This is an optimization exercise on Yosys and OpenROAD, whose aim is small area, a short achievable clock period and few clock cycles per item, not a production implementation.
In this exercise RTL edits were held to simulation tests only and were not proved equivalent to the original.
No activity file was given, so power comes from the tool's default toggle rates.

==> 06-11 <==
==> flow/design.v (excerpt) <==
module selective_repeat_receive_window #(
    parameter int WINDOW_SLOTS = 32,
    parameter int FRAME_BYTES  = 1000
) (
    input  wire logic                          i_clk,
    input  wire logic                          i_rst_n,
    input  wire logic                          start,
    output logic                               busy,
    input  wire logic [1:0]                    i_opcode,
    input  wire logic [srrw_pkg::FRAME_W-1:0]  i_frame_number,
    output logic                               o_valid,
    output logic [1:0]                         o_kind,
    output logic [srrw_pkg::FRAME_W-1:0]       o_request_frame,
    output logic [srrw_pkg::FRAME_W-1:0]       o_deliver_frame,
    output logic [srrw_pkg::OSLOT_W-1:0]       o_deliver_slot,
    output logic [srrw_pkg::BYTES_W-1:0]       o_deliver_bytes,
    output logic                               o_complete,
    output logic                               o_last,
    input  wire logic                          psel,
    input  wire logic                          penable,
    input  wire logic                          pwrite,
    input  wire logic [3:0]                    paddr,
    input  wire logic [31:0]                   pwdata,
    output logic [31:0]                        prdata,
    output logic                               pready
);
clock: 9.0 ns
lec_check: 0
cap_margin: 20
core_margin: 2
core_utilization: 55
cts_cluster_diameter: 100
cts_cluster_size: 20
setup_slack_margin: 4.8
slew_margin: 20
standard.sh (not shown) runs the stock make flow with config.mk's settings and CLKGATE_MAP_FILE= SYNTH_SCRIPT=/design/flow/synth_recipe.tcl, a recipe that flattens the netlist after the stock synthesis.
==> flow/flow/run.sh <==
#!/bin/bash
# The standard layout, with every input and output port buffered by a
# sky130_fd_sc_hd__buf_4 instead of the cell buffer_ports picks by default.
# The make output goes to flow_make.log; each ORFS step logs under orfs/logs/.
set -euo pipefail
bash standard.sh "BUFFER_PORTS_ARGS=-buffer_cell sky130_fd_sc_hd__buf_4" finish > flow_make.log 2>&1
==> 12-17 (differences from 06-11) <==
--- a/flow/design.v
+++ b/flow/design.v
@@ -96,11 +96,10 @@
     logic [FW-1:0] r_lfi;
     logic [TW-1:0] r_timeout;
     logic [BW-1:0] r_tail;
     logic [4:0]    r_wm1;        
     logic          r_w32;        
-    logic [31:0]   r_inw;        
     logic [FW-1:0] r_bf;         
     logic [4:0]    r_bs;         
     logic [4:0]    r_bsm;        
     logic [NS-1:0] r_rcv;
     logic [FW-1:0] r_frame [NS];
@@ -117,12 +116,10 @@
     logic          r_pbase;      
     logic          r_tailok;     
     logic [4:0]    r_oslot;      
     logic          r_odlv;       
     logic [FW-1:0] r_ofr;        
-    logic          r_bfok;       
-    logic          r_refill;     
     logic [NS-1:0] r_ldm;        
     logic [NS-1:0] r_pdm;        
     logic          r_fwv;        
     logic [4:0]    r_fwi;
     logic [FW-1:0] r_fwd;
@@ -146,18 +143,16 @@
             r_timeout <= TW'(10);
             r_tail    <= '0;
             r_wm1     <= '0;
             r_w32     <= 1'b0;
             r_tailok  <= 1'b0;
-            r_inw     <= 32'd1;
         end else if (cfg_wr) begin
             case (paddr[3:2])
                 srrw_pkg::REG_LAST_FRAME: begin
                     r_lfi <= pwdata[FW-1:0];
                     r_wm1 <= wr_wm1;
                     r_w32 <= (wr_wm1 == 5'd31);
-                    for (int k = 0; k < 32; k++) r_inw[k] <= (5'(k) <= wr_wm1);
                 end
                 srrw_pkg::REG_TIMEOUT:    r_timeout <= pwdata[TW-1:0];
                 srrw_pkg::REG_TAIL_BYTES: begin
                     r_tail   <= pwdata[BW-1:0];
                     r_tailok <= (pwdata[BW-1:0] != '0) && (pwdata[BW-1:0] < BW'(FRAME_BYTES));
@@ -180,13 +175,13 @@
     assign bf_pa  = below_all({8'd0, r_bf});
     logic [31:0] hi_pa;
     assign hi_pa  = below_all({13'd0, bf_hi});
     assign bf_hi1 = {1'b0, bf_hi} ^ hi_pa[HW:0];
     assign kofs   = r_bsm - bf_lo;
-    assign bf_ok  = r_bfok;
+    assign bf_ok  = (r_bf <= r_lfi);
     assign done   = (r_bf == r_lfi);
-    assign refill = r_refill;
+    assign refill = ({bf_hi1, bf_lo} <= {1'b0, r_lfi});
     assign nfr    = {bf_hi1[HW-1:0], bf_lo};
     logic          bsm_gt;
     logic          take, park, direct, prun;
     logic          op_start, op_tick, arr_d, arr_p;
     assign bsm_gt   = (r_bsm > r_wm1);
@@ -254,11 +249,11 @@
     assign to_le1 = (r_timeout[TW-1:1] == '0);
     always_comb begin
         logic          le1, le2;
         sel_frame = '0;
         for (int k = 0; k < NS; k++) begin
-            in_w[k] = r_inw[k];
+            in_w[k] = r_w32 || (5'(k) <= r_wm1);
             elig[k] = !r_rcv[k] && in_w[k];
             le1     = &r_tinv[k][TW-1:1];
             le2     = (&r_tinv[k][TW-1:2]) && (r_tinv[k][1] || r_tinv[k][0]);
             hit[k]  = elig[k] && (r_ldm[k] ? to_le1 : r_pdm[k] ? le2 : le1);
         end
@@ -344,12 +339,10 @@
             r_red   <= 1'b0;
             r_park  <= 1'b0;
             r_prun  <= 1'b0;
             o_valid <= 1'b0;
             r_odlv  <= 1'b0;
-            r_bfok  <= 1'b1;
-            r_refill <= 1'b0;
             r_ldm   <= '0;
             r_pdm   <= '0;
             r_fwv   <= 1'b0;
         end else begin
             o_valid <= 1'b0;
@@ -362,12 +355,10 @@
                 else        r_red <= 1'b0;
             end
             if (cfg_wr && paddr[3:2] == srrw_pkg::REG_LAST_FRAME) begin
                 r_bsm    <= r_bs;
                 r_red    <= (r_bs > wr_wm1);
-                r_bfok   <= (r_bf <= pwdata[FW-1:0]);
-                r_refill <= ({bf_hi1, bf_lo} <= {1'b0, pwdata[FW-1:0]});
             end
             if (park) begin
                 r_park          <= 1'b1;
                 o_kind          <= i_opcode;
                 o_request_frame <= i_frame_number;
@@ -381,12 +372,10 @@
                 r_bs   <= r_bsm;
             end
             r_rcv <= (r_rcv | arr_set) & ~rf_at;
             if (op_start) begin
                 r_red    <= 1'b0;
-                r_bfok   <= 1'b1;
-                r_refill <= (r_lfi[FW-1:5] != '0);
                 r_bf  <= '0;
                 r_bs  <= '0;
                 r_bsm <= '0;
                 r_rcv <= ~in_w;
                 r_st  <= (r_wm1 != '0);
@@ -412,12 +401,10 @@
                 o_request_frame <= tick_frame;
                 o_complete      <= 1'b0;
                 o_last          <= 1'b1;
             end
             if (dlv) begin
-                r_bfok   <= bf_pa[FW] || (r_bfok && !done);
-                r_refill <= bf_pa[FW] ? (r_lfi[FW-1:5] != '0) : (r_refill && (nfr != r_lfi));
                 r_bf  <= r_bf ^ bf_pa[FW-1:0];
                 r_bs  <= s_next;
                 r_bsm <= s_next;
                 r_ch  <= !dlv_last;
                 r_cnt <= dlv_last ? 5'd0 : r_cnt + 5'd1;
--- a/flow/config.mk
+++ b/flow/config.mk
@@ -7,8 +7,9 @@
 export LEC_CHECK = 0
 export CAP_MARGIN = 20
 export CORE_MARGIN = 2
 export CORE_UTILIZATION = 55
 export CTS_CLUSTER_DIAMETER = 100
-export CTS_CLUSTER_SIZE = 20
+export CTS_CLUSTER_SIZE = 25
 export SETUP_SLACK_MARGIN = 4.8
 export SLEW_MARGIN = 20
+export TNS_END_PERCENT = 0
==> comparison table <==
Flip-flop and latch count: 12-17 1584; 06-11 1617
Estimated wirelength of the detail-placed design: 12-17 141600 um; 06-11 151200 um
Slew Limit Headroom: 12-17 21.85%; 06-11 19.56%
Area after detailed placement: 12-17 75880 sq um; 06-11 77350 sq um
Dominant cell by count in the synthesized netlist: 12-17 edfxtp_1; 06-11 dfxtp_1
Multi-input combinational cell count: 12-17 4109; 06-11 4386
HP Start: 12-17 r_lfi[20]$_SDFFE_PN0P_; 06-11 r_bf[9]$_SDFFE_PN0P_
Floorplan die area: 12-17 135100 sq um; 06-11 137700 sq um
Critical register-to-register path endpoint: 12-17 r_rcv[23]$_SDFF_PN1_; 06-11 o_request_frame[16]$_DFFE_PP_
DR WL met3: 12-17 14460 um; 06-11 19350 um
Maximum ir drop on the vdd rail: 12-17 0.0001573 V; 06-11 0.0001803 V
Status: 12-17 no timing/DRC/antenna violations; 06-11 no timing/DRC/antenna violations
Antenna violations before repair: 12-17 3; 06-11 15
Finished layout cell area: 12-17 79350 sq um; 06-11 82520 sq um
Area occupied by multi-input gates: 12-17 30480 sq um; 06-11 32090 sq um
Least setup slack across all paths after layout: 12-17 4.605 ns; 06-11 4.510 ns
Pint: 12-17 9949 uW; 06-11 10510 uW
Number of resized instances in the post-cts repair step: 12-17 74; 06-11 227
Die X: 12-17 367.6 um; 06-11 371.1 um
Total of clock buffers placed in the layout: 12-17 96; 06-11 121
Power consumed by combinational cells: 12-17 1140 uW; 06-11 1290 uW
Worst Tran Pin Value: 12-17 1.168 ns; 06-11 1.203 ns
Layout Utilization: 12-17 60.43%; 06-11 61.75%
Post CTS Setup Buffer Count: 12-17 9; 06-11 46
Sequential area share after synthesis: 12-17 54.58%; 06-11 54.43%
Power in sequential cells: 12-17 8100 uW; 06-11 8350 uW
Final WL: 12-17 218100 um; 06-11 238800 um
Testbench counts of 06-11, summed over its fixed seeds: cycles 9,473, items 4,808.
Testbench counts of 12-17, summed over its fixed seeds: cycles 9,473, items 4,808.

## afterwards: timing with drivers on the ports
In the flow no input, the clock included, has a driving cell. The finished layouts below were timed again as built, in two steps. Step 1: set_driving_cell puts a clkbuf_16 on i_clk and a buf_2 on each other input, an assumption about the parent block. Step 2 moves the port delays by t, midway between the first and last clock arrival at a register: inputs arrive t later, outputs are due t later. That takes back most of the time a late clock gives input paths. a / b / c = no drivers / after step 1 / after step 2; a / b = the first two.
run | t, ns | setup slack, ns | hold slack, ns | worst slew at a driven data input, ns
06-11 | 0.819 | 4.510 / 4.376 / 4.116 | 0.484 / 0.484 / 0.484 | 0.14
12-17 | 0.802 | 4.605 / 4.459 / 3.971 | 0.461 / 0.461 / 0.461 | 0.18
After both steps setup and hold are still met in every run listed. For 12-17, which loses most, drivers alone change the setup slack by -0.146 ns; drivers and shift together by -0.634 ns.
